Background: an optimization exercise with open tools, aiming at small area, a short achievable clock period and few clock cycles. Do not read the settings as production practice.
In this exercise RTL edits were held to simulation tests only and were not proved equivalent to the original.
The flow treats the clock pin as an ideal source. Dropping or thinning the clock tree relies on that and would not hold on a real chip.
Power and IR drop assume default switching activity.

Design polar_encoder, start of the top module:
module polar_encoder
(
    input  logic       clk,
    input  logic       rst_n,
    input  logic       start,
    input  logic [9:0] N,
    input  logic [7:0] K,
    input  logic       in_valid,
    input  logic       in_bit,
    output logic       in_ready,
    output logic       out_valid,
    output logic       out_bit,
    input  logic       out_ready,
    output logic       busy,
    output logic       out_last
);
    function automatic logic [3:0] u4(input int v);
        u4 = v[3:0];
    endfunction
    logic       busy_q, in_ready_q, out_valid_q, out_bit_q, out_last_q;
    logic       busy_o, out_valid_o;
    logic       v_q, b_q;         
    logic       m512, m256;       
    logic       su_q;             
    logic       pha_q;            
    logic       init_q;           
    logic       par_q;            
    logic       tv_q, tb_q, tl_q, pact_q;
    logic [3:0] j_q;              
    logic [3:0] p_q;
    logic [8:0] t_q;              
    logic [8:0] c_q;              
    logic       lt_q;             
    logic [3:0] f_q;              
    logic [8:0] qj_q;             
    logic [NSLOT-1:0] slot_q;
    logic start_acc, hs_in, hs_out, out_go, last_tgt, k0, prod;
    logic [8:0] nm1;
    assign start_acc = start & ~busy_q &
                       ((N == 10'd128) | (N == 10'd256) | (N == 10'd512));
    assign hs_in  = in_valid & in_ready_q;
    assign hs_out = out_valid_q & out_ready;
    assign prod   = pact_q & ~tv_q;
    assign nm1    = {m512, m512 | m256, 7'h7F};
    assign out_go = hs_in & last_tgt;
    assign busy      = busy_o;
    assign in_ready  = in_ready_q;
    assign out_valid = out_valid_o;
    assign out_bit   = out_bit_q;
    assign out_last  = out_last_q;
    logic [6:0] binom;
    always_comb begin
        case ({p_q, j_q})
            {4'd0, 4'd0}: binom = 7'd1;
            {4'd1, 4'd0}: binom = 7'd1;
            {4'd1, 4'd1}: binom = 7'd1;
            {4'd2, 4'd0}: binom = 7'd1;
            {4'd2, 4'd1}: binom = 7'd2;
            {4'd2, 4'd2}: binom = 7'd1;
            {4'd3, 4'd0}: binom = 7'd1;
  ...
For scale: about 1,800 cells after synthesis, ~29 I/O pins, roughly 0.016 sq mm of cells after synthesis.
Settings: LEC_CHECK=0, CAP_MARGIN=20, CORE_MARGIN=2, CORE_UTILIZATION=55, CTS_BUF_LIST=sky130_fd_sc_hd__clkbuf_16, CTS_CLUSTER_DIAMETER=100, CTS_CLUSTER_SIZE=24, PLACE_DENSITY=0.65, SLEW_MARGIN=20, SYNTH_HIERARCHICAL=1; clock period 30.0 ns.
standard.sh (not shown) runs the stock make flow with config.mk's settings and CLKGATE_MAP_FILE= SYNTH_SCRIPT=/design/flow/synth_recipe.tcl, a recipe that flattens the netlist after the stock synthesis.
==> flow/flow/run.sh <==
#!/bin/bash
# The standard layout with two changes:
#  - plain buffers (buf_2) on the ports, instead of the delay cell that
#    buffer_ports picks by default;
#  - a two-level clock tree built by flow/cts.tcl in place of TritonCTS.
set -e
export BUFFER_PORTS_ARGS="-buffer_cell sky130_fd_sc_hd__buf_2"
bash standard.sh place > standard_place.log 2>&1
export FLOW_RES=$PWD/orfs/results/sky130hd/polar_encoder/base
mkdir -p orfs/logs/sky130hd/polar_encoder/base
openroad -no_init -exit flow/cts.tcl > cts.log 2>&1
cp cts.log orfs/logs/sky130hd/polar_encoder/base/4_1_cts.log
bash standard.sh > standard.log 2>&1
Other scripts of this flow, unchanged in this note and not shown: flow/flow/cts.tcl, flow/flow/mcts.tcl
The baseline completed with no timing, DRC or antenna violations.
Testbench counts at the start, summed over its fixed seeds: cycles 51,710.
Change:
--- a/flow/design.v
+++ b/flow/design.v
@@ -17,17 +17,17 @@
     input  logic       out_ready,
     output logic       busy,
     output logic       out_last
 );
     function automatic logic [3:0] u4(input int v);
         u4 = v[3:0];
     endfunction
     logic       busy_q, in_ready_q, out_valid_q, out_bit_q, out_last_q;
-    logic       busy_o, out_valid_o;
+    logic       busy_o, in_ready_o, out_valid_o;
     logic       v_q, b_q;         
     logic       m512, m256;       
     logic       su_q;             
     logic       pha_q;            
     logic       init_q;           
     logic       par_q;            
     logic       tv_q, tb_q, tl_q, pact_q;
     logic [3:0] j_q;              
@@ -43,17 +43,17 @@
     assign start_acc = start & ~busy_q &
                        ((N == 10'd128) | (N == 10'd256) | (N == 10'd512));
     assign hs_in  = in_valid & in_ready_q;
     assign hs_out = out_valid_q & out_ready;
     assign prod   = pact_q & ~tv_q;
     assign nm1    = {m512, m512 | m256, 7'h7F};
     assign out_go = hs_in & last_tgt;
     assign busy      = busy_o;
-    assign in_ready  = in_ready_q;
+    assign in_ready  = in_ready_o;
     assign out_valid = out_valid_o;
     assign out_bit   = out_bit_q;
     assign out_last  = out_last_q;
     logic [6:0] binom;
     always_comb begin
         case ({p_q, j_q})
             {4'd0, 4'd0}: binom = 7'd1;
             {4'd1, 4'd0}: binom = 7'd1;
@@ -1022,16 +1022,17 @@
     pe_sw u_sw255 (.s(slot_q[255]), .keep(busy_q), .hi(wr_hi[15]), .lo(wr_lo[15]), .d(slot_d[255]));
     assign xbit = (x_a & ~qj_q[8]) ^ x_b ^ (v_q & b_q);
     always_ff @(posedge clk or negedge rst_n) begin
         if (!rst_n) begin
             busy_q      <= 1'b0;
             in_ready_q  <= 1'b0;
             out_valid_q <= 1'b0;
             busy_o      <= 1'b0;
+            in_ready_o  <= 1'b0;
             out_valid_o <= 1'b0;
             v_q         <= 1'b0;
             tv_q        <= 1'b0;
             su_q        <= 1'b0;
             init_q      <= 1'b0;
         end else begin
             v_q <= hs_in;
             if (!busy_q) begin
@@ -1041,18 +1042,23 @@
                 in_ready_q  <= 1'b0;
                 out_valid_q <= 1'b0;
                 tv_q        <= 1'b0;
             end else begin
                 if (hs_out)    tv_q <= 1'b0;
                 else if (prod) tv_q <= 1'b1;
                 init_q <= su_q & ~pha_q & (p_q == 4'd0);
                 if (k0 | (su_q & ~pha_q & (p_q == 4'd0))) su_q <= 1'b0;
-                if (su_q & ~pha_q & (p_q == 4'd0)) in_ready_q <= 1'b1;
-                else if (in_valid & last_tgt)      in_ready_q <= 1'b0;
+                if (su_q & ~pha_q & (p_q == 4'd0)) begin
+                    in_ready_q <= 1'b1;
+                    in_ready_o <= 1'b1;
+                end else if (in_valid & last_tgt) begin
+                    in_ready_q <= 1'b0;
+                    in_ready_o <= 1'b0;
+                end
                 if (out_go | k0) begin
                     out_valid_q <= 1'b1;
                     out_valid_o <= 1'b1;
                 end
                 if (hs_out && out_last_q) begin
                     out_valid_q <= 1'b0;
                     out_valid_o <= 1'b0;
                     busy_q      <= 1'b0;
@@ -1069,17 +1075,16 @@
             qj_q  <= {1'b0, K};
             j_q   <= N[9] ? 4'd9 : N[8] ? 4'd8 : 4'd7;
             p_q   <= N[9] ? 4'd9 : N[8] ? 4'd8 : 4'd7;
             pha_q <= 1'b1;
             t_q   <= '0;
             c_q   <= 9'h1FF;
             lt_q  <= 1'b1;
             par_q <= 1'b0;
-            out_bit_q  <= 1'b0;
             out_last_q <= 1'b0;
             pact_q     <= 1'b0;
         end else begin
             if (su_q) begin
                 if (pha_q) begin
                     j_q <= j_q - 4'd1;
                     if (gt) begin
                         qj_q <= qj_q - {2'b00, binom};
@@ -1097,20 +1102,18 @@
             end
             if (init_q || v_q) begin
                 c_q  <= c_next;
                 f_q  <= f_next;
                 lt_q <= lt_next;
             end
             if (v_q) par_q <= par_q ^ b_q;
             if (init_q | k0) qj_q <= 9'd1;
-            if (out_go | k0) begin
-                out_bit_q <= par_q ^ (v_q & b_q) ^ (in_bit & hs_in);
-                pact_q    <= 1'b1;
-            end
+            if (!out_valid_q) out_bit_q <= par_q ^ (v_q & b_q) ^ (in_bit & in_ready_q);
+            if (out_go | k0) pact_q <= 1'b1;
             if (prod) begin
                 tb_q <= xbit;
                 tl_q <= (qj_q == nm1);
                 qj_q <= qj_q + 9'd1;
                 if (qj_q == nm1) pact_q <= 1'b0;
             end
             if (hs_out) begin
                 out_bit_q  <= tv_q ? tb_q : xbit;
Result: Total power is higher by well over a third. Sequential share of layout area is lower by 0.16 points. Setup slack is better by 0.027 ns. Clock power barely changes. Core utilization is lower by 0.72 points. Critical path depth does not change. First-iteration DRC count is higher by about a fifth.
Testbench counts after the change, summed over its fixed seeds: cycles 51,710.
No run of this note takes its clock network from TritonCTS; it comes from the design's own scripts or RTL.

[static timing again, ports no longer ideal]
How much do the figures lean on ideal ports? The routed layouts below were timed once more, with nothing changed but the port constraints. Step 1 assumes that a clkbuf_16 drives the clock port and a buf_2 every other input. Step 2, shift: input delay + t, output delay - t, t = (earliest + latest rising clock arrival at the registers) / 2. This alone moves slack from input paths to output paths. a / b / c = no drivers / after step 1 / after step 2; a / b = the first two.
run | t, ns | setup WS [ns] | worst hold slack (ns) | clock arrival spread, ns | cell pins on the clock port's net
the first run | 0.408 | 23.110 / 23.014 / 22.947 | 0.479 / 0.479 / 0.479 | 0.046 / 0.046 | 4
the second run | 0.416 | 23.137 / 23.029 / 23.096 | 0.481 / 0.481 / 0.481 | 0.059 / 0.059 | 4
After both steps every run listed still meets setup and hold. The setup slack of the first run, which loses most, moves by -0.096 ns with the drivers and by -0.163 ns with both steps.
